Source: an optimization exercise on an open RTL-to-GDS flow (aim: small area, a short achievable clock period and few clock cycles per item). Production flows keep margins and buffers that such runs may drop. Where RTL was checked, it was by simulation tests only, not by an equivalence proof against the original. The RTL of runs 1 and 2 was laid out without a check of its function. Power figures rest on the tool's default switching activity, not on a simulated workload.

--- design/flow/design.v ---
`default_nettype none
package mipi_rx_pkg;
    localparam int WORD_W     = 48;
    localparam int LANE_BYTES = 6;
    localparam logic [WORD_W-1:0] SOF_DEFAULT = 48'hEA_FF_99_DE_AD_FF;
    localparam logic [WORD_W-1:0] EOF_DEFAULT = 48'hEA_FF_99_DE_AD_AA;
    localparam logic [7:0]        I2C_APP_ID_DEFAULT = 8'd7;
endpackage
`default_nettype wire
`timescale 1ns/10ps
`default_nettype none
module mipi_rx_decoder #(
    parameter logic [47:0] SOF_WORD   = mipi_rx_pkg::SOF_DEFAULT,
    parameter logic [47:0] EOF_WORD   = mipi_rx_pkg::EOF_DEFAULT,
    parameter logic [7:0]  I2C_APP_ID = mipi_rx_pkg::I2C_APP_ID_DEFAULT
) (
    input  wire logic        rx_pixel_clk,
    input  wire logic        arst_n,
    input  wire logic [63:0] mipi_rx_data,
    input  wire logic        mipi_rx_valid,
    input  wire logic        uart_fifo_re,
    input  wire logic        i2c_fifo_re,
    output logic [7:0]       uart_data,
    output logic [7:0]       i2c_data,
    output logic             uart_fifo_empty,
    output logic             i2c_fifo_empty
);
    localparam int NS = 64;   
    typedef enum logic [1:0] {
        S_HUNT,
        S_HDR,
        S_DATA,
        S_END
    } wstate_t;
    function automatic logic [2:0] last_bytes(input logic [7:0] mask);
        case (mask)
            8'd1:    last_bytes = 3'd1;
            8'd3:    last_bytes = 3'd2;
            8'd7:    last_bytes = 3'd3;
            8'd15:   last_bytes = 3'd4;
            8'd31:   last_bytes = 3'd5;
            default: last_bytes = 3'd6;
        endcase
    endfunction
    function automatic logic [2:0] low8(input logic [7:0] v);
        low8 = 3'd7;
        for (int i = 6; i >= 0; i--) begin
            if (v[i]) low8 = 3'(i);
        end
    endfunction
    logic [47:0] rx_word;
    always_comb begin
        for (int i = 0; i < 6; i++) begin
            rx_word[47-8*i -: 8] = mipi_rx_data[8*i +: 8];
        end
    end
    logic [47:0] w0;
    logic        v0;
    logic        sof0;
    logic        eof0;
    always_ff @(posedge rx_pixel_clk) begin
        w0   <= rx_word;
        sof0 <= (rx_word == SOF_WORD);
        eof0 <= (rx_word == EOF_WORD);
    end
    always_ff @(posedge rx_pixel_clk or negedge arst_n) begin
        if (!arst_n) v0 <= 1'b0;
        else         v0 <= mipi_rx_valid;
    end
    wstate_t     st;
    logic [5:0]  cnt;      
    logic        fzero;    
    logic        fdest;    
    logic [6:0]  flen;     
    logic [5:0]  fhead;    
    logic [5:0]  prev;     
    logic [5:0]  A;        
    logic        A_v;
    logic [NS-1:0] F;      
    logic [NS-1:0] P;      
    logic [5:0]  hlen;
    logic        we;
    logic [47:0] wdata;
    logic        chain_we;
    logic        end_cyc;
    logic        commit;
    logic        link_we;
    assign hlen     = w0[21:16];
    assign we       = v0 && (((st == S_HDR) && (hlen != 6'd0)) || (st == S_DATA));
    assign wdata    = (st == S_HDR) ? {w0[47:3], last_bytes(w0[15:8])} : w0;
    assign chain_we = v0 && (st == S_DATA);
    assign end_cyc  = v0 && (st == S_END);
    assign commit   = end_cyc && eof0 && !fzero;
    always_ff @(posedge rx_pixel_clk or negedge arst_n) begin
        if (!arst_n) begin
            st    <= S_HUNT;
            cnt   <= '0;
            fzero <= 1'b0;
            fdest <= 1'b0;
            flen  <= '0;
            fhead <= '0;
            prev  <= '0;
        end else if (v0) begin
            case (st)
                S_HUNT: begin
                    if (sof0) st <= S_HDR;
                end
                S_HDR: begin
                    fzero <= (hlen == 6'd0);
                    fdest <= (w0[47:40] == I2C_APP_ID);
                    flen  <= {1'b0, hlen} + 7'd1;
                    fhead <= A;
                    prev  <= A;
                    cnt   <= hlen;
                    st    <= (hlen == 6'd0) ? S_END : S_DATA;
                end
                S_DATA: begin
                    prev <= A;
                    cnt  <= cnt - 6'd1;
                    if (cnt == 6'd1) st <= S_END;
                end
                default: begin
                    st <= S_HUNT;
                end
            endcase
        end
    end
    logic [47:0] mem  [NS];
    logic [5:0]  nptr [NS];
    always_ff @(posedge rx_pixel_clk) begin
        if (we) mem[A] <= wdata;
    end
    logic [5:0] tail [2];
    logic [5:0] nrow;
    logic [5:0] ndata;
    logic       nwe;
    assign nwe   = chain_we || link_we;
    assign nrow  = link_we ? tail[fdest] : prev;
    assign ndata = link_we ? fhead : A;
    always_ff @(posedge rx_pixel_clk) begin
        if (nwe) nptr[nrow] <= ndata;
    end
    logic [7:0]    grp_any;
    logic [7:0]    grp_below;
    logic [NS-1:0] below;
    logic [NS-1:0] B_oh;
    logic [5:0]    B;
    logic          B_v;
    logic          adv;
    always_comb begin
        for (int g = 0; g < 8; g++) grp_any[g] = |F[8*g +: 8];
        grp_below[0] = 1'b0;
        for (int g = 1; g < 8; g++) grp_below[g] = grp_below[g-1] | grp_any[g-1];
        for (int g = 0; g < 8; g++) begin
            below[8*g] = grp_below[g];
            for (int i = 1; i < 8; i++) below[8*g+i] = below[8*g+i-1] | F[8*g+i-1];
        end
        B_oh = F & ~below;
        B    = '0;
        for (int i = 0; i < NS; i++) begin
            if (B_oh[i]) B = B | 6'(i);
        end
        B_v = |grp_any;
    end
    assign adv = we || !A_v;
    logic          go_q;
    logic          own_q;
    logic          hdr_q;
    logic [NS-1:0] AR_oh;
    always_ff @(posedge rx_pixel_clk or negedge arst_n) begin
        if (!arst_n) begin
            A   <= '0;
            A_v <= 1'b0;
            F   <= '1;
            P   <= '0;
        end else begin
            if (adv) begin
                A   <= B;
                A_v <= B_v;
            end
            for (int i = 0; i < NS; i++) begin
                F[i] <= (F[i] && !(adv && B_oh[i]))
                        || (go_q && AR_oh[i])
                        || (end_cyc && !commit && P[i]);
                P[i] <= !end_cyc && (P[i] || (we && (A == 6'(i))));
            end
        end
    end
    logic [5:0]  rp     [2];
    logic [6:0]  avail  [2];
    logic [5:0]  wl     [2];
    logic [2:0]  nl     [2];
    logic [47:0] nxt    [2];
    logic        nxt_v  [2];
    logic [2:0]  nxt_c  [2];
    logic [47:0] cur    [2];
    logic [2:0]  cc     [2];
    logic        emp    [2];
    logic        pr;
    logic        can [2];
    logic        g;
    logic        issue;
    logic [5:0]  iss_rp;
    logic [53:0] rword;
    logic [47:0] rdata;
    logic [5:0]  rnext;
    logic        re_in [2];
    assign re_in[0] = uart_fifo_re;
    assign re_in[1] = i2c_fifo_re;
    always_comb begin
        for (int d = 0; d < 2; d++) begin
            can[d] = !(go_q && (own_q == d[0])) && (avail[d] != 7'd0) &&
                     ((wl[d] == 6'd0) || !nxt_v[d]);
        end
        g      = (can[0] && can[1]) ? pr : can[1];
        issue  = can[0] || can[1];
        iss_rp = g ? rp[1] : rp[0];
    end
    always_ff @(posedge rx_pixel_clk or negedge arst_n) begin
        if (!arst_n) begin
            pr    <= 1'b0;
            go_q  <= 1'b0;
            own_q <= 1'b0;
            hdr_q <= 1'b0;
        end else begin
            if (can[0] && can[1]) pr <= !pr;
            go_q  <= issue;
            own_q <= g;
            hdr_q <= g ? (wl[1] == 6'd0) : (wl[0] == 6'd0);
        end
    end
    always_ff @(posedge rx_pixel_clk) begin
        for (int i = 0; i < NS; i++) AR_oh[i] <= (iss_rp == 6'(i));
    end
    always_comb begin
        rword = '0;
        for (int i = 0; i < NS; i++) begin
            rword = rword | ({54{AR_oh[i]}} & {nptr[i], mem[i]});
        end
        rdata = rword[47:0];
        rnext = rword[53:48];
    end
    logic link_d [2];
    always_comb begin
        link_we = 1'b0;
        for (int d = 0; d < 2; d++) begin
            link_d[d] = commit && (fdest == d[0]) &&
                        ((avail[d] - 7'(go_q && (own_q == d[0]))) != 7'd0);
            link_we = link_we || link_d[d];
        end
    end
    for (genvar d = 0; d < 2; d++) begin : g_rd
        logic       rd;
        logic       cm;
        logic [6:0] rem;
        logic       pop;
        logic       need;
        assign rd   = go_q && (own_q == d[0]);
        assign cm   = commit && (fdest == d[0]);
        assign rem  = avail[d] - 7'(rd);
        assign pop  = re_in[d] && !emp[d];
        assign need = emp[d] || ((cc[d] == 3'd1) && pop);
        always_ff @(posedge rx_pixel_clk or negedge arst_n) begin
            if (!arst_n) begin
                rp[d]    <= '0;
                avail[d] <= '0;
                wl[d]    <= '0;
                nl[d]    <= '0;
                nxt_v[d] <= 1'b0;
                nxt_c[d] <= '0;
                cc[d]    <= '0;
                emp[d]   <= 1'b1;
                tail[d]  <= '0;
            end else begin
                avail[d] <= rem + (cm ? flen : 7'd0);
                if (cm && (rem == 7'd0)) begin
                    rp[d] <= fhead;
                end else if (rd) begin
                    rp[d] <= rnext;
                end
                if (cm) tail[d] <= prev;
                if (rd) begin
                    if (hdr_q) begin
                        wl[d] <= rdata[21:16];
                        nl[d] <= rdata[2:0];
                    end else begin
                        nxt_v[d] <= 1'b1;
                        nxt_c[d] <= (wl[d] == 6'd1) ? nl[d] : 3'd6;
                        wl[d]    <= wl[d] - 6'd1;
                    end
                end
                if (need && nxt_v[d]) begin
                    nxt_v[d] <= 1'b0;
                    cc[d]    <= nxt_c[d];
                    emp[d]   <= 1'b0;
                end else if (pop) begin
                    cc[d]    <= cc[d] - 3'd1;
                    emp[d]   <= (cc[d] == 3'd1);
                end
            end
        end
        always_ff @(posedge rx_pixel_clk) begin
            if (rd && !hdr_q) nxt[d] <= rdata;
            if (need && nxt_v[d]) begin
                cur[d] <= nxt[d];
            end else if (pop) begin
                cur[d] <= {cur[d][39:0], 8'h00};
            end
        end
    end
    assign uart_data       = cur[0][47:40];
    assign i2c_data        = cur[1][47:40];
    assign uart_fifo_empty = emp[0];
    assign i2c_fifo_empty  = emp[1];
endmodule
`default_nettype wire
--- design/flow/run.sh ---
#!/bin/bash
# synth_recipe.tcl (not shown) runs the flow's synth.tcl, then flattens the netlist and writes it again
# the make line also repeats each setting of config.mk as NAME=value (left out here)
make -C /OpenROAD-flow-scripts/flow DESIGN_CONFIG=/design/flow/config.mk WORK_HOME=/design/flow/orfs CLKGATE_MAP_FILE= SYNTH_SCRIPT=/design/flow/synth_recipe.tcl finish
--- design/flow/config.mk ---
export PLATFORM = sky130hd
export DESIGN_NAME = mipi_rx_decoder
export DESIGN_NICKNAME = mipi_rx_decoder
export VERILOG_FILES = /design/flow/design.v
export SDC_FILE = /design/flow/constraint.sdc
export NUM_CORES = 4
export LEC_CHECK = 0
export CAP_MARGIN = 20
export CORE_MARGIN = 2
export CORE_UTILIZATION = 45
export SLEW_MARGIN = 20
--- design/flow/constraint.sdc ---
create_clock -name core_clock -period 5.5 [get_ports {rx_pixel_clk}]
set_input_delay 1.1000 -clock core_clock [delete_from_list [all_inputs] [get_ports {rx_pixel_clk}]]
set_output_delay 1.1000 -clock core_clock [all_outputs]
set_load 0.01 [all_outputs]
==> reports/summary.md, run 1 <==
The run finished with no timing, DRC or antenna violations. The share of cells above drive strength 1 is 14.2%. At the pin with the least slew margin, the transition time is 1.29 ns. The tools report the floorplan row count as 208. Setup repair after global routing left no endpoint under its margin.

The final hold violation count came out at 0. The final non-filler cell area came out at 167000 µm². The fraction of the mapped netlist area in compound gates was 12.3%; the number of clock sinks seen by CTS was 4003. The floorplan step set the die width to 573 µm. Of the total synthesized cell area, the portion taken by XOR and XNOR cells is 0.156%. Critical path start-end classification: register to register. The first global-routing pass estimated 789000 µm of wire.

The average routed wire per standard cell was 46.1 µm. Number of endpoints failing setup at the final stage: 0. The tools report the maximum buffer depth of the clock tree as 4.

In this run the tightest slew margin relative to its limit is 13.4%. The run gives 35.7% as the overall track demand over capacity in global routing. The share of cell area taken by muxes after synthesis works out to 0.500%. Buffers inserted during clock tree synthesis total 393. In the final timing run, aggregate negative setup slack is 0 ns. A synthesized cell averages 18.1 µm². After clock tree synthesis, the setup repair step added 0 buffers. For the number of antenna violations at the first check in global routing, the log shows 45.

After Yosys synthesis, and, or, nand and nor cells account for 4.15% of the synthesized area. The area added between synthesis and finish was 15.0%; the number of top-level design ports was 87. The number of max-slew violations in the final report was 0; the highest cell delay on the worst timing path was 1.05 ns. The clock arrives with 0.107 ns of skew. The final route contains 94400 vias.

The final routed DRC violation total came out at 0. TritonCTS built the clock tree. The total overflow left after global routing is 0.

After detailed routing, the number of vias per cell comes to 7.24. The predominant post-synthesis flop cell was edfxtp_1. The critical path required time came out at 6.21 ns.

The synthesized netlist occupies a cell area of 146000 µm². For this run, the post-layout net count is 8465. The worst path in the final design needs a cycle of 5.04 ns, including I/O delays and setup.

The achievable clock frequency is 198 MHz. The floorplan step defined a core boundary enclosing 322000 µm². During synthesis, Yosys emitted a total of 15 warnings.

Ratio of total power to cell area: 365 nW/µm². Across the VDD grid, the largest voltage drop is 0.312 mV. In this run, synthesis produced a sequential element count of 4003. Endpoint class of the critical path: a register. The run gives 138 as the largest net degree at the start of global routing.

The detail route stage leaves a number of antenna-violating nets equal to 0. The tool flagged a number of max-cap violations equal to 0. For this run, the detailed router's first-pass iteration total came to 9. Cell count after synthesis: 8046. After synthesis, the largest family of logic cells by area is compound AO/OA/AOI/OAI gates.

The worst setup path is launched from a register. For this block, the initial DRC count from the detailed router was 20500. In this run the vertical extent of the chip is 573 µm. The min-delay analysis places its worst path in the category primary input to asynchronous set/reset pin. The tools report the effective utilization at floorplan as 45.3%. The signal on the critical path passes through nand2_1 -> buf_4 -> inv_1 -> ha_1 -> ha_1 -> or3b_1 -> nor4_1 -> o41a_1 -> nor3_2 -> o211ai_1 -> nor2_1 -> buf_4.

The placed wire-length estimate after detailed placement was 321000 µm; the post-route fraction of the period consumed by the critical path was 91.6%. The floorplan step defined a die boundary enclosing 328000 µm². The clock slew at the register clock pins of the worst setup and hold paths came out at 0.06 ns.

The sequential element share of the synthesized area is 81.0%. The critical path arrival is 5.75 ns, and the hold buffer count at cts is 0. The arithmetic-cell share of the synthesized area counting full adders, half adders and majority gates is 0.328%, and the pre-CTS setup slack is 0.602 ns. The leakage power is 53.7 nW. After synthesis, the netlist uses 93 different library cells.

The logs give 61.2 mW for the post-route total power and 0.937 for the final weighted congestion in routability-driven placement. Counting flops with a built-in enable in the synthesized netlist gives 3648. In this run the number of H-tree levels came out at 5.

The slowest stage of the critical path is the o211ai_1 cell. The maximum fanout along the worst path is 13, and the async set-or-reset flop fraction in the synthesized netlist is 6.02%. The placed instance area was 154000 µm². The net count after synthesis was 8152; the port buffer count was 70. The logs give 601000 µm for the total wirelength of the detailed-routed design and 1.01 ns for the clock latency on the worst-skew pair. The clock root buffer is clkbuf_16.

Count of filler cells inserted in the layout: 25500. In this run, post-CTS repair resized a total of 0 instances. The number of global-route vias before repair was 86300; the minimum setup slack in the final design was 0.462 ns.
## final timing paths
path                               end  startpoint  slack [ns]  cells after the start
max                        nptr[31][2]        go_q        0.46                     12
max reg2reg                nptr[31][2]        go_q        0.46                     12
min                            prev[3]      arst_n        0.22                      1
min in group core_clock     cur[1][16]  nxt[1][16]        0.48                      2
max in group asynchronous         P[7]      arst_n        3.99                      2
min reg2reg                 cur[1][16]  nxt[1][16]        0.48                      2
## layer usage
metal,wire (µm),vias to the layer above,GRT usage [%]
met5,135,-,0
met4,41400,20,20.1
met3,99500,2010,12.3
met2,259000,9461,52.3
met1,201000,48500,46.4
li1,-,34400,-
## cell usage after synthesis, types with 6 or more instances
library cell  instances  area, µm²
mux2_2               37        417
mux2i_1              27        270
xor2_1               12        105
edfxtp_1           3648     110000
buf_1               139        522
o21bai_1             10       75.1
a222oi_1             16        160
nand4b_1              9       78.8
o21a_1               68        510
a21oi_1              38        190
nand3b_1              6       45.0
nand3_1              32        160
and2_1               32        200
a22o_1              844       7390
dfrtp_1             175       4380
or3_1                 7       43.8
buf_2                 9       45.0
dfxtp_1             114       2280
nand4_1             233       1460
a221o_1               6       60.1
xnor2_1              14        123
clkbuf_1            330       1240
a22oi_1              92        691
o211ai_1              6       45.0
o31ai_1              19        143
nor2_1              282       1060
a31oi_1              16        100
o2111ai_1             6       52.6
buf_4                18        135
or4_1                57        428
a221oi_1            847       7420
nand2_1             418       1570
nor2b_1              18        113
nor3_1               33        165
nand2b_1             16        100
inv_1                70        263
o21ai_0              88        440
nor4_1               28        175
nor3b_1               9       67.6
ha_1                 35        438
dfstp_2              66       1730
## state kept, by name, indices dropped and copies added, names as in the netlist, 14 cells and up
signal	count
AR_oh	64
F	64
w0	48
P	64
mem	3072
nxt	96
avail	14
cur	96
nptr	384
## power by group
group	switching [mW]	total, mW	internal [mW]	leakage, nW
registers	0.175	33.4	33.3	36.1
logic	0.492	0.653	0.161	11.4
clock network	12.1	27.1	15.0	6.22
total	12.7	61.2	48.4	53.7
## worst max-delay path: cells and delay by family, from the launching register on
family	cells	cell delay (ns)
fa+ha+maj	2	0.39
compound gates	2	1.75
simple gates	5	1.59
buf+inv	3	0.56
flops	1	0.51
## metrics by stage
stage | hold WS, ns | std cells | utilization [%]
final | 0.220 | 13000 | 52.1
after global routing | 0.305 | 13000 | 52.0
after CTS | 0.233 | 13000 | 52.0
after detailed placement | 0.474 | 12300 | 48.0
after global placement | 0.460 | 12300 | 48.0
after floorplan | 0.442 | 8046 | -
## logic make-up after synthesis
group | after synthesis
compound gates | 2128
xor+xnor | 26
fa+ha+maj | 37
buf+inv | 568
flops | 4003
mux | 67
simple gates | 1217
## cell usage in the layout, fill, tap and decap left out, drive strengths merged, types with 32 or more instances in the layout
cell           instances
dfstp                 66
nand4                233
and2                  32
nand3                 32
inv                   80
dfxtp                114
nor2                 284
a221oi               847
a22o                 844
mux2                  37
o21ai                 88
or4                   57
o21a                  68
clkdlybuf4s50         69
buf                  346
nand2                418
nor3                  36
dfrtp                175
clkbuf               485
edfxtp              3648
a21oi                 39
bufinv                33
a22oi                 92
nor4                  33
clkinv               186
ha                    35
diode                 48
## area by class of cell
| cell class | instances | area, µm² | area share (%) |
|---|---|---|---|
| inverter | 70 | 263 | 0.157 |
| clock buffer | 485 | 10300 | 6.16 |
| clock inverter | 242 | 2490 | 1.49 |
| timing repair buffer | 416 | 4520 | 2.70 |
| sequential | 4003 | 118000 | 70.6 |
| antenna | 48 | 120 | 0.0717 |
| tap | 4305 | 5390 | 3.22 |
| multi-input combinational | 3475 | 26100 | 15.6 |
==> run 2: changes to the inputs <==
--- a/design/flow/design.v
+++ b/design/flow/design.v
@@ -190,2 +190,4 @@
     logic [6:0]  avail  [2];
+    logic        a_nz   [2];   
+    logic        a_gt1  [2];   
     logic [5:0]  wl     [2];
@@ -211,3 +213,3 @@
         for (int d = 0; d < 2; d++) begin
-            can[d] = !(go_q && (own_q == d[0])) && (avail[d] != 7'd0) &&
+            can[d] = !(go_q && (own_q == d[0])) && a_nz[d] &&
                      ((wl[d] == 6'd0) || !nxt_v[d]);
@@ -247,3 +249,3 @@
             link_d[d] = commit && (fdest == d[0]) &&
-                        ((avail[d] - 7'(go_q && (own_q == d[0]))) != 7'd0);
+                        ((go_q && (own_q == d[0])) ? a_gt1[d] : a_nz[d]);
             link_we = link_we || link_d[d];
@@ -255,2 +257,4 @@
         logic [6:0] rem;
+        logic       rem_nz;
+        logic [6:0] av_n;
         logic       pop;
@@ -260,4 +264,14 @@
         assign rem  = avail[d] - 7'(rd);
+        assign rem_nz = rd ? a_gt1[d] : a_nz[d];
+        assign av_n = rem + (cm ? flen : 7'd0);
         assign pop  = re_in[d] && !emp[d];
         assign need = emp[d] || ((cc[d] == 3'd1) && pop);
+        logic       dword;
+        logic       load_n;
+        logic       load_r;
+        logic [2:0] rcnt;
+        assign dword  = rd && !hdr_q;
+        assign load_n = need && nxt_v[d];
+        assign load_r = need && !nxt_v[d] && dword;
+        assign rcnt   = (wl[d] == 6'd1) ? nl[d] : 3'd6;
         always_ff @(posedge rx_pixel_clk or negedge arst_n) begin
@@ -266,2 +280,4 @@
                 avail[d] <= '0;
+                a_nz[d]  <= 1'b0;
+                a_gt1[d] <= 1'b0;
                 wl[d]    <= '0;
@@ -274,4 +290,6 @@
             end else begin
-                avail[d] <= rem + (cm ? flen : 7'd0);
-                if (cm && (rem == 7'd0)) begin
+                avail[d] <= av_n;
+                a_nz[d]  <= cm || rem_nz;
+                a_gt1[d] <= cm || (rd ? (avail[d] > 7'd2) : (avail[d] > 7'd1));
+                if (cm && !rem_nz) begin
                     rp[d] <= fhead;
@@ -286,8 +304,6 @@
                     end else begin
-                        nxt_v[d] <= 1'b1;
-                        nxt_c[d] <= (wl[d] == 6'd1) ? nl[d] : 3'd6;
-                        wl[d]    <= wl[d] - 6'd1;
+                        wl[d] <= wl[d] - 6'd1;
                     end
                 end
-                if (need && nxt_v[d]) begin
+                if (load_n) begin
                     nxt_v[d] <= 1'b0;
@@ -295,2 +311,5 @@
                     emp[d]   <= 1'b0;
+                end else if (load_r) begin
+                    cc[d]    <= rcnt;
+                    emp[d]   <= 1'b0;
                 end else if (pop) begin
@@ -299,2 +318,6 @@
                 end
+                if (dword && !load_r) begin
+                    nxt_v[d] <= 1'b1;
+                    nxt_c[d] <= rcnt;
+                end
             end
@@ -302,5 +325,7 @@
         always_ff @(posedge rx_pixel_clk) begin
-            if (rd && !hdr_q) nxt[d] <= rdata;
-            if (need && nxt_v[d]) begin
+            if (dword && !load_r) nxt[d] <= rdata;
+            if (load_n) begin
                 cur[d] <= nxt[d];
+            end else if (load_r) begin
+                cur[d] <= rdata;
             end else if (pop) begin
--- a/design/flow/config.mk
+++ b/design/flow/config.mk
@@ -10,2 +10,4 @@
 export CORE_UTILIZATION = 45
+export SETUP_SLACK_MARGIN = 2.8
 export SLEW_MARGIN = 20
+export TNS_END_PERCENT = 5
==> run 2 against run 1 <==
  * Sequential cell count rose by 4
  * Cell area rose by 5.9%
  * Sequential power barely moved
  * Worst hold slack got worse by 0.091 ns
  * Worst setup slack improved by 1.9 ns
  * Sequential share of layout area fell by 3.9 points
  * Die area rose by 0.26%
  * Clock power fell by 1%
  * Power fell by 0.29%
  * Combinational power rose by 8.3%
  * Critical path type unchanged
==> reports/summary.md, run 2 <==
The clock latency on the worst-skew pair came out at 1.03 ns (+0.02 ns). Number of top-level design ports: 87 (unchanged). Following the worst setup path forward leads to its endpoint at rp[0][3]. The effective utilization at floorplan is 45.1% (-0.14 points), and the worst voltage drop across the vdd grid is 0.262 mV (-16%). The uppermost layer routed was met5.

For the final-layout setup total negative slack, the log shows 0 ns (unchanged). Traced cell by cell, the critical path runs through buf_12 -> a221oi_2 -> nand4_1 -> or4_1 -> mux2i_1 -> o21ai_0. The area of the die was 329000 µm² (+0.26%).

Portion of synthesized cell area occupied by the leading cell type: 75.0% (-0.19 points). The logs give 123 (-11%) for the largest net degree at the start of global routing and 4007 (+0.10%) for the number of clock sinks seen by CTS. Async set-or-reset flop fraction in the synthesized netlist: 6.11% (+0.094 points). The count of filler cells inserted in the layout is 24500 (-3.8%). The area added between synthesis and finish came out at 21.5%.

The warning count from the yosys run came out at 17 (+2). The headroom to the max-slew limit came out at 11.6% (-1.8 points). The run gives 0 (unchanged) as the final routed DRC violation total. The number of antenna violations at the first check in global routing was 60 (+33%).

The hold buffer count at cts was 0 (unchanged). The run gives 57.3 nW (+6.8%) as the leakage power. Worst hold-check slack: 0.129 ns (-0.0906 ns).

By area the synthesized netlist is led by edfxtp_1 (75%), a22o_1 (5.3%), a221oi_1 (5.2%). The share of cells above drive strength 1 is 21.9% (+7.7 points), and the final non-filler cell area is 177000 µm² (+5.9%). The logs give 0 (unchanged) for the number of endpoints failing setup at the final stage and 12.8 mW (+0.89%) for the switching power total. The post-synthesis area per instance was 18.1 µm² (+0.21%); the maximum buffer depth of the clock tree was 4 (unchanged).

The pre-CTS setup slack was 1.11 ns (+0.506 ns). The tools report the overall track demand over capacity in global routing as 36.6% (+0.89 points). The mean number of vias per cell is 7.44 (+2.8%), and the number of global-route vias before repair is 88700 (+2.7%). The library cells used most frequently in the layout, excluding fill and tap cells, are edfxtp_1 (3648), a22o_1 (880), a221oi_1 (801). The tools report the critical path arrival as 4.02 ns (-1.73 ns). The proportion of total power due to net switching came out at 21.1% (+0.25 points). The tools report the placed instance area as 155000 µm² (+0.17%).

The post-route minimum period was 3.19 ns (-1.85 ns). The maximum fanout along the worst path is 25 (+12). The highest cell delay on the worst timing path was 0.76 ns (-0.29 ns). The ratio of total power to cell area is 344 nW/µm² (-5.9%). edfxtp_1 is the most common cell in the netlist. The largest area contributor in the synthesized netlist is edfxtp_1.

The synthesized flop and latch total works out to 4007 (+0.10%). The tools report the achievable clock frequency as 314 MHz (+58%). Placed wire-length estimate after detailed placement: 324000 µm (+0.85%).

The tools report the netlist area before placement as 146000 µm² (+0.26%). The run gives 61.0 mW (-0.29%) as the post-route total power. The logs give 5 (unchanged) for the H-tree depth and 0.925 (-1.3%) for the final weighted congestion in routability-driven placement. The post-route met1 wirelength is 209000 µm (+3.6%).

Clock root buffer: clkbuf_16. The highest-delay cell along the critical path was or4_1. The internal power component is 48.1 mW (-0.60%).

The launch point of the critical path is AR_oh[15]. The run gives 6.33 ns (+0.12 ns) as the critical path required time. The port buffer count was 70 (unchanged); the global-route wire length before repair was 808000 µm (+2.4%). The library cell used most frequently in the layout, excluding fill and tap cells, is edfxtp_1. Setup repair after global routing could not meet its margin everywhere. The run gives 209 (+0.48%) as the floorplan row count. TritonCTS built the clock tree. The DRC marker count from the first detailed-route iteration was 22300 (+8.9%).

The overall die width works out to 574 µm (+0.13%). The final hold violation count came out at 0 (unchanged). The wire length on met3 came out at 125000 µm (+26%). The placeable core area was 323000 µm² (+0.56%); the total CTS buffers was 401 (+2.0%). The clock slew at the register clock pins of the worst setup and hold paths is 0.06 ns (about the same). For the share of the core filled with cells in the final layout, the log shows 54.8% (+2.8 points). The total wirelength of the detailed-routed design came out at 673000 µm (+12%). mem holds more flip-flops than any other register.

The logs give 12300 (+0.041%) for the placed instance count and 2.31 ns (+1.85 ns) for the minimum setup slack in the final design. Ranked by instance count, the synthesized netlist is headed by edfxtp_1 (3648), a22o_1 (881), a221oi_1 (866). The multi-input logic area is 28200 µm² (+8.2%), and the slack of the worst reg-to-reg path is 2.31 ns (+1.85 ns). Sequential element share of the synthesized area: 80.8% (-0.14 points). The run finished with no timing, DRC or antenna violations. The wire length on met2 is 274000 µm (+6.0%).

The kind of launch point of the worst setup path is a register. The cell count after synthesis was 8050 (+0.050%). Measured slew at the worst slew-check pin: 1.32 ns (+0.0279 ns). The post-route fraction of the period consumed by the critical path was 57.9% (-34 points); the area used by sequential logic in the layout was 118000 µm² (+0.10%). The average routed wire per standard cell was 49.2 µm (+6.9%). In the final layout, the registers with the most flip-flops are mem: 3072 flops, nptr: 384 flops.

The logs give 0 (unchanged) for the final global-route overflow total and 76 (-18%) for the number of different library cells in the post-synthesis netlist. The number of flops mapped to enable cells by yosys was 3648 (unchanged). For the sequential share of power, the log shows 55.0% (+0.3 points).

The vias after detailed routing came out at 102000 (+7.7%). Worst-case clock skew: 0.0825 ns (-0.0249 ns). The net count after synthesis was 8162 (+0.12%); the post-detailed-route count of antenna-violating nets was 0 (unchanged). The part of the power in the clock network came out at 43.9% (-0.3 points). The vertical die dimension came out at 574 µm (+0.13%). For this run, the leading register cell type out of synthesis is edfxtp_1.

Reg-to-reg critical path startpoint: AR_oh[15]. The number of max-cap violations was 0 (unchanged). The worst register-to-register path ends at rp[0][3].

The critical path start-end classification is register to register. The flip-flop count of the largest register after layout is 3072 (unchanged). In this run the worst hold path is classified as primary input to asynchronous set/reset pin. The number of max-slew violations in the final report is 0 (unchanged), and the first-pass iteration count of the detailed router is 10 (+1). STA classifies the critical path endpoint as a register. The total number of nets in the final design is 9037 (+6.8%), and the final cell count without fillers is 13700 (+4.8%).

Worst-case reg-to-reg path depth: 6 (-6). The combinational group share of total power is 1.2% (about the same).
## run 2: cell families (layout without fill, tap and decap cells)
logic type / count (synthesis) / after routing / share of synthesized area [%]
adders and majority gates: 45 / 45 / 0.392
buffers and inverters: 605 / 1818 / 1.61
xor gates and xnor gates: 26 / 26 / 0.156
DFF: 4007 / 4007 / 80.8
other: 0 / 76 / 0
AOI/OAI and AO/OA: 2182 / 2183 / 12.4
muxes: 141 / 141 / 0.993
and+or+nand+nor: 1044 / 1045 / 3.56
## run 2: critical path: cells and delay by family, from the launching register on
| family | cells | cell delay [ns] |
|---|---|---|
| AOI/OAI and AO/OA | 2 | 0.80 |
| buffers and inverters | 1 | 0.30 |
| DFF | 1 | 0.53 |
| muxes | 1 | 0.24 |
| and+or+nand+nor | 2 | 1.15 |
## run 2: how the worst min path moves through the flow
stage	start	endpoint	depth (start not counted)
after global placement	avail[0][2]	a_gt1[0]	2
after detailed placement	tail[1][2]	tail[1][2]	2
final	arst_n	avail[0][3]	1
after global routing	arst_n	avail[0][4]	1
after CTS	arst_n	flen[6]	1
after floorplan	avail[0][2]	a_gt1[0]	2
## run 2: routing by layer
layer / track usage [%] / up-vias
met2: 53.1 / 11800
met4: 23.2 / 41
met3: 12.5 / 3031
li1: - / 35700
met5: 0.218 / -
met1: 47.0 / 51200
## run 2: layout make-up
type	count	share of cell area, %
multi-input cells	3440	15.9
clock inverters	208	0.977
clock buffers	535	6.10
well taps	4325	3.05
repair buffers	976	6.90
inverters	99	0.214
flip-flops and latches	4007	66.7
diodes	76	0.107
## run 2: power groups by stage
stage	Sequential, mW	Clock [mW]	Combinational, mW
CTS	33.5	26.5	0.661
finish	33.5	26.7	0.707
floorplan	34.2	0	0.263
global route	33.5	27.7	0.763
global placement	34.2	0	0.635
detailed placement	34.2	0	0.654
## run 2: repair_timing
| item | in CTS | in global routing |
|---|---|---|
| gates resized for setup | 299 | 403 |
| setup endpoints to repair | 4441 | 4407 |
| buffers inserted | 160 | 370 |
| endpoints found under the hold margin | 0 | 0 |
| cloned | 5 | 38 |
| pin swaps | 77 | 96 |
==> run 3: changes to the inputs <==
--- a/design/flow/design.v
+++ b/design/flow/design.v
@@ -142,29 +142,18 @@
     end
-    logic [7:0]    grp_any;
-    logic [7:0]    grp_below;
-    logic [NS-1:0] below;
-    logic [NS-1:0] B_oh;
-    logic [5:0]    B;
-    logic          B_v;
-    logic          adv;
+    logic [7:0] grp_any;
+    logic [2:0] grp;
+    logic [7:0] grp_bits;
+    logic [5:0] B;
+    logic       B_v;
+    logic       adv;
     always_comb begin
         for (int g = 0; g < 8; g++) grp_any[g] = |F[8*g +: 8];
-        grp_below[0] = 1'b0;
-        for (int g = 1; g < 8; g++) grp_below[g] = grp_below[g-1] | grp_any[g-1];
-        for (int g = 0; g < 8; g++) begin
-            below[8*g] = grp_below[g];
-            for (int i = 1; i < 8; i++) below[8*g+i] = below[8*g+i-1] | F[8*g+i-1];
-        end
-        B_oh = F & ~below;
-        B    = '0;
-        for (int i = 0; i < NS; i++) begin
-            if (B_oh[i]) B = B | 6'(i);
-        end
-        B_v = |grp_any;
+        grp      = low8(grp_any);
+        grp_bits = F[8*grp +: 8];
+        B        = {grp, low8(grp_bits)};
+        B_v      = |grp_any;
     end
     assign adv = we || !A_v;
-    logic          go_q;
-    logic          own_q;
-    logic          hdr_q;
-    logic [NS-1:0] AR_oh;
+    logic       rd_go;
+    logic [5:0] AR;
     always_ff @(posedge rx_pixel_clk or negedge arst_n) begin
@@ -181,4 +170,4 @@
             for (int i = 0; i < NS; i++) begin
-                F[i] <= (F[i] && !(adv && B_oh[i]))
-                        || (go_q && AR_oh[i])
+                F[i] <= (F[i] && !(adv && B_v && (B == 6'(i))))
+                        || (rd_go && (AR == 6'(i)))
                         || (end_cyc && !commit && P[i]);
@@ -190,4 +179,2 @@
     logic [6:0]  avail  [2];
-    logic        a_nz   [2];   
-    logic        a_gt1  [2];   
     logic [5:0]  wl     [2];
@@ -201,7 +188,4 @@
     logic        pr;
-    logic        can [2];
+    logic        req [2];
     logic        g;
-    logic        issue;
-    logic [5:0]  iss_rp;
-    logic [53:0] rword;
     logic [47:0] rdata;
@@ -213,33 +197,10 @@
         for (int d = 0; d < 2; d++) begin
-            can[d] = !(go_q && (own_q == d[0])) && a_nz[d] &&
-                     ((wl[d] == 6'd0) || !nxt_v[d]);
+            req[d] = (avail[d] != 7'd0) && ((wl[d] == 6'd0) || !nxt_v[d]);
         end
-        g      = (can[0] && can[1]) ? pr : can[1];
-        issue  = can[0] || can[1];
-        iss_rp = g ? rp[1] : rp[0];
-    end
-    always_ff @(posedge rx_pixel_clk or negedge arst_n) begin
-        if (!arst_n) begin
-            pr    <= 1'b0;
-            go_q  <= 1'b0;
-            own_q <= 1'b0;
-            hdr_q <= 1'b0;
-        end else begin
-            if (can[0] && can[1]) pr <= !pr;
-            go_q  <= issue;
-            own_q <= g;
-            hdr_q <= g ? (wl[1] == 6'd0) : (wl[0] == 6'd0);
-        end
-    end
-    always_ff @(posedge rx_pixel_clk) begin
-        for (int i = 0; i < NS; i++) AR_oh[i] <= (iss_rp == 6'(i));
-    end
-    always_comb begin
-        rword = '0;
-        for (int i = 0; i < NS; i++) begin
-            rword = rword | ({54{AR_oh[i]}} & {nptr[i], mem[i]});
-        end
-        rdata = rword[47:0];
-        rnext = rword[53:48];
+        g     = (req[0] && req[1]) ? pr : req[1];
+        rd_go = req[0] || req[1];
+        AR    = g ? rp[1] : rp[0];
     end
+    assign rdata = mem[AR];
+    assign rnext = nptr[AR];
     logic link_d [2];
@@ -249,3 +210,3 @@
             link_d[d] = commit && (fdest == d[0]) &&
-                        ((go_q && (own_q == d[0])) ? a_gt1[d] : a_nz[d]);
+                        ((avail[d] - 7'(rd_go && (g == d[0]))) != 7'd0);
             link_we = link_we || link_d[d];
@@ -253,2 +214,9 @@
     end
+    always_ff @(posedge rx_pixel_clk or negedge arst_n) begin
+        if (!arst_n) begin
+            pr <= 1'b0;
+        end else if (req[0] && req[1]) begin
+            pr <= !pr;
+        end
+    end
     for (genvar d = 0; d < 2; d++) begin : g_rd
@@ -257,21 +225,9 @@
         logic [6:0] rem;
-        logic       rem_nz;
-        logic [6:0] av_n;
         logic       pop;
         logic       need;
-        assign rd   = go_q && (own_q == d[0]);
+        assign rd   = rd_go && (g == d[0]);
         assign cm   = commit && (fdest == d[0]);
         assign rem  = avail[d] - 7'(rd);
-        assign rem_nz = rd ? a_gt1[d] : a_nz[d];
-        assign av_n = rem + (cm ? flen : 7'd0);
         assign pop  = re_in[d] && !emp[d];
         assign need = emp[d] || ((cc[d] == 3'd1) && pop);
-        logic       dword;
-        logic       load_n;
-        logic       load_r;
-        logic [2:0] rcnt;
-        assign dword  = rd && !hdr_q;
-        assign load_n = need && nxt_v[d];
-        assign load_r = need && !nxt_v[d] && dword;
-        assign rcnt   = (wl[d] == 6'd1) ? nl[d] : 3'd6;
         always_ff @(posedge rx_pixel_clk or negedge arst_n) begin
@@ -280,4 +236,2 @@
                 avail[d] <= '0;
-                a_nz[d]  <= 1'b0;
-                a_gt1[d] <= 1'b0;
                 wl[d]    <= '0;
@@ -290,6 +244,4 @@
             end else begin
-                avail[d] <= av_n;
-                a_nz[d]  <= cm || rem_nz;
-                a_gt1[d] <= cm || (rd ? (avail[d] > 7'd2) : (avail[d] > 7'd1));
-                if (cm && !rem_nz) begin
+                avail[d] <= rem + (cm ? flen : 7'd0);
+                if (cm && (rem == 7'd0)) begin
                     rp[d] <= fhead;
@@ -300,3 +252,3 @@
                 if (rd) begin
-                    if (hdr_q) begin
+                    if (wl[d] == 6'd0) begin
                         wl[d] <= rdata[21:16];
@@ -304,6 +256,8 @@
                     end else begin
-                        wl[d] <= wl[d] - 6'd1;
+                        nxt_v[d] <= 1'b1;
+                        nxt_c[d] <= (wl[d] == 6'd1) ? nl[d] : 3'd6;
+                        wl[d]    <= wl[d] - 6'd1;
                     end
                 end
-                if (load_n) begin
+                if (need && nxt_v[d]) begin
                     nxt_v[d] <= 1'b0;
@@ -311,5 +265,2 @@
                     emp[d]   <= 1'b0;
-                end else if (load_r) begin
-                    cc[d]    <= rcnt;
-                    emp[d]   <= 1'b0;
                 end else if (pop) begin
@@ -318,6 +269,2 @@
                 end
-                if (dword && !load_r) begin
-                    nxt_v[d] <= 1'b1;
-                    nxt_c[d] <= rcnt;
-                end
             end
@@ -325,7 +272,5 @@
         always_ff @(posedge rx_pixel_clk) begin
-            if (dword && !load_r) nxt[d] <= rdata;
-            if (load_n) begin
+            if (rd && (wl[d] != 6'd0)) nxt[d] <= rdata;
+            if (need && nxt_v[d]) begin
                 cur[d] <= nxt[d];
-            end else if (load_r) begin
-                cur[d] <= rdata;
             end else if (pop) begin
--- a/design/flow/config.mk
+++ b/design/flow/config.mk
@@ -10,4 +10,2 @@
 export CORE_UTILIZATION = 45
-export SETUP_SLACK_MARGIN = 2.8
 export SLEW_MARGIN = 20
-export TNS_END_PERCENT = 5
==> run 3 against run 2 <==
  * Fmax decreased by 40%
  * Sequential power about the same
  * Global-route usage decreased by 9.9 points
  * Cell count increased by 1.8%
  * Clock power increased by 2%
  * Register-to-register slack got worse by 2.1 ns
  * Synthesized cell count increased by 5.3%
  * Critical path type unchanged
==> reports/summary.md, run 3 <==
The number of global-route vias before repair was 84900 (-4.3%); the port buffer count was 70 (unchanged). In the synthesized netlist the dominant register cell turns out to be edfxtp_1. The critical path required time was 6.16 ns (-0.17 ns). After synthesis, the most frequently instantiated cells are edfxtp_1 (3648), nand2_1 (1521), mux4_2 (743).

The flow ran to the end and the layout has no timing, DRC or antenna violations. The area of the die was 345000 µm² (+5.0%). Sorting the synthesized cells by area gives the leading types as edfxtp_1 (71%), mux4_2 (11%), nand2_1 (3.7%). The flip-flop count of the largest register after layout is 3072 (unchanged), and the first-pass iteration count of the detailed router is 8 (-2).

The DRC marker count from the first detailed-route iteration was 13100 (-41%); the measured slew at the worst slew-check pin was 1.18 ns (-0.137 ns). The vertical die dimension is 588 µm (+2.5%), and the final non-filler cell area is 177000 µm² (-0.35%). The busiest metal layer after global routing was met2. The post-route fraction of the period consumed by the critical path was 96.7% (+39 points); the number of max-slew violations in the final report was 0 (unchanged). The final routed DRC violation total was 0 (unchanged).

The run gives 262000 µm (-19%) as the placed wire-length estimate after detailed placement. Setup repair after global routing left no endpoint under its margin. Final weighted congestion in routability-driven placement: 0.877 (-5.2%). The endpoint class of the critical path is a register. The largest area contributor in the synthesized netlist was edfxtp_1. The post-detailed-route count of antenna-violating nets was 0 (unchanged); the worst-case clock skew was 0.0804 ns (-0.00211 ns). For the overall track demand over capacity in global routing, the log shows 26.6% (-9.9 points). The run gives 76.0% (-4.8 points) as the sequential element share of the synthesized area.

For the final cell count without fillers, the log shows 13900 (+1.8%). For the routing usage on met3, the log shows 5.54% (-7.0 points). Compared with the post-synthesis result, the final layout area differs by 15.2%.

The logs give 0 (unchanged) for the hold buffer count at cts and 214 (+2.4%) for the floorplan row count. The tools report the net count after synthesis as 8584 (+5.2%). Async set-or-reset flop fraction in the synthesized netlist: 6.05% (-0.068 points).

The worst min-delay path class is primary input to asynchronous set/reset pin. The critical path is of the register to register type. The final hold violation count is 0 (unchanged). The cell occurring most often along the worst timing path was buf_4. The minimum setup slack in the final design was 0.183 ns (-2.13 ns). The share of the core filled with cells in the final layout is 52.1% (-2.8 points), and the number of flops mapped to enable cells by yosys is 3648 (unchanged).

For the vias after detailed routing, the log shows 86100 (-15%). The tools report the post-route total power as 61.6 mW (+0.94%). Clock tree synthesis selected as its root buffer the cell clkbuf_16. The maximum fanout along the worst path works out to 37 (+48%). The total wirelength of the detailed-routed design was 466000 µm (-31%).

The logs give 3936 (-1.8%) for the number of clock sinks seen by CTS and 8480 (+5.3%) for the cell count after synthesis. The slack of the worst reg-to-reg path came out at 0.18 ns (-2.13 ns). The synthesized flop and latch total is 3936 (-1.8%).

The run gives 5 (unchanged) as the H-tree depth. The pre-CTS setup slack was -0.0556 ns (-1.16 ns). The headroom to the max-slew limit is 21.1% (+9.4 points), and the final-layout setup total negative slack is 0 ns (unchanged). The worst voltage drop across the vdd grid is 0.313 mV (+19%), and the clock slew at the register clock pins of the worst setup and hold paths is 0.06 ns (about the same). Mean number of vias per cell: 6.19 (-17%). The largest net degree at the start of global routing is 129 (+4.9%). The number of max-cap violations is 0 (unchanged), and the average routed wire per standard cell is 33.5 µm (-32%).

The number of antenna violations at the first check in global routing is 30 (-50%). Leaving out fill and tap cells, the most frequent cell in the layout is edfxtp_1. edfxtp_1 is the most common cell in the netlist.

The placed instance count was 13200 (+7.2%). TritonCTS built the clock tree. The portion of synthesized cell area occupied by the leading cell type came out at 71.4% (-3.6 points). The tools report the number of endpoints failing setup at the final stage as 0 (unchanged).

Leaving out fill and tap cells, the most frequent cells in the layout are edfxtp_1 (3648), nand2_1 (1520), mux4_2 (743). Placed instance area: 163000 µm² (+5.6%). STA classifies the critical path startpoint as a register.

The tools report the critical path arrival as 5.97 ns (+1.95 ns). The global routing met1 resource utilization is 37.6% (-9.3 points), and the share of cells above drive strength 1 is 22.9% (+0.99 points). Total CTS buffers: 406 (+1.2%).

The post-route minimum period works out to 5.32 ns (+2.13 ns). The tools report the leakage power as 56.4 nW (-1.6%). The warning count from the yosys run was 15 (-2); the ratio of total power to cell area was 348 nW/µm² (+1.3%). The run gives 87 (unchanged) as the number of top-level design ports. The overall die width was 588 µm (+2.5%).

The worst hold-check slack was 0.217 ns (+0.0877 ns). The largest registers in the layout are mem: 3072 flops, nptr: 384 flops. The total number of nets in the final design was 9135 (+1.1%). The achievable clock frequency is 188 MHz (-40%), and the effective utilization at floorplan is 45.2% (about the same). For the maximum buffer depth of the clock tree, the log shows 4 (unchanged). The highest cell delay on the worst timing path works out to 0.73 ns (-0.03 ns).

The number of different library cells in the post-synthesis netlist is 95 (+25%). For the met2 routing resource usage after global routing, the log shows 41.8% (-11 points). Walking the worst path, the cells encountered are or4_4 -> o21ai_4 -> a211o_2 -> buf_4 -> a21o_4 -> buf_12 -> buf_4 -> mux4_2 -> a22oi_1 -> nand4_1 -> nor2_1 -> inv_1.

The tools report the netlist area before placement as 153000 µm² (+5.0%). The largest individual stage delay along the critical path comes from the cell nor2_1. The tools report the clock latency on the worst-skew pair as 0.99 ns (-0.04 ns).

The tools report the placeable core area as 340000 µm² (+5.0%). The run gives 0 (unchanged) as the final global-route overflow total. The post-synthesis area per instance works out to 18.1 µm² (-0.29%). The global-route wire length before repair is 650000 µm (-20%). The most flop-heavy register was mem.
-- run 3: cell types whose count changed after synthesis, sizes merged, moves of 83 or more --
cell    previous run  this run
buf              175       286
a32oi              5        88
nand3             37       327
nand4            232        75
nand2            298      1521
o21ai            153        69
clkbuf           331       185
a221oi           866         7
a22o             881         6
a31oi             20       136
mux4               0       749
-- run 3: power by group --
group | internal [mW] | total [mW] | switching, mW
sequential | 33.0 | 33.3 | 0.328
clock | 15.6 | 27.3 | 11.7
combinational | 0.257 | 0.962 | 0.705
-- run 3: worst paths after layout --
kind,start,end,cells after the start
max reg2reg,wl[0][2],nxt[1][21],12
max,wl[0][2],nxt[1][21],12
min reg2reg,tail[1][2],tail[1][2],2
min,arst_n,v0,1
min in group core_clock,tail[1][2],tail[1][2],2
max in group asynchronous,arst_n,P[61],2
-- run 3: cells by family (layout without fill, tap and decap cells) --
family          after synthesis  count (layout)  synth area share (%)
xor+xnor                     31              31                 0.177
fa+ha+maj                    35              35                 0.295
mux                         834             834                  11.6
compound gates              653             653                  3.13
buf+inv                     529            1423                  1.75
simple gates               2462            2462                  7.02
other cells                   0               4                     0
flops                      3936            3936                  76.0
-- run 3: layout make-up --
type / instances / area (µm²)
Sequential cell: 3936 / 117000
Fill cell: 27200 / 163000
Multi-Input combinational cell: 4015 / 34900
Tap cell: 4536 / 5680
Clock buffer: 518 / 10900
Inverter: 58 / 218
Antenna cell: 4 / 10.0
Clock inverter: 233 / 2260
Timing Repair Buffer: 614 / 6120
-- run 3: per-layer routing --
metal / up-vias / routed length [µm]
li1: 34700 / -
met1: 45800 / 183000
met3: 785 / 49800
met4: 6 / 15300
met5: - / 47
met2: 4805 / 218000
-- run 3: critical path: cells and delay by family, from the launching register on --
| family | cells | cell delay [ns] |
|---|---|---|
| compound gates | 4 | 1.43 |
| buf+inv | 4 | 1.15 |
| flops | 1 | 0.44 |
| mux | 1 | 0.49 |
| simple gates | 3 | 1.43 |
-- run 3: repair_timing --
action	4_1_cts	5_1_grt
hold endpoints to repair	0	0
setup endpoints to repair	30	696
pin swaps	1	1
gates resized for setup	0	9
setup buffers	2	1
Testbench counts of run 3, summed over its fixed seeds: cycles 10,090, items 16,964.

re-timing with driven ports:
The flow's constraints put no driver on any port. The routed layouts listed below were extracted and timed again, unchanged, in two steps. Step 1 sets driving cells, clkbuf_16 on the clock port and buf_2 on the other inputs (assumed; they add their load-dependent delay and slew). Step 2 moves the port delays by t, midway between the first and last clock arrival at a register: inputs arrive t later, outputs are due t later. That takes back most of the time a late clock gives input paths. Three values: no drivers, after step 1, after step 2; two values: the first two.
run	t (ns)	setup slack, ns	slew at the worst register clock pin (ns)	cell pins on the clock port's net
run 1	1.059	0.462 / 0.462 / 0.462	0.07 / 0.07	1
run 2	1.108	2.315 / 2.315 / 1.779	0.07 / 0.07	1
run 3	1.065	0.183 / 0.183 / 0.183	0.07 / 0.07	1
After both steps every run listed still meets setup and hold. The setup slack of run 2, which loses most, moves by 0.000 ns with the drivers and by -0.536 ns with both steps.
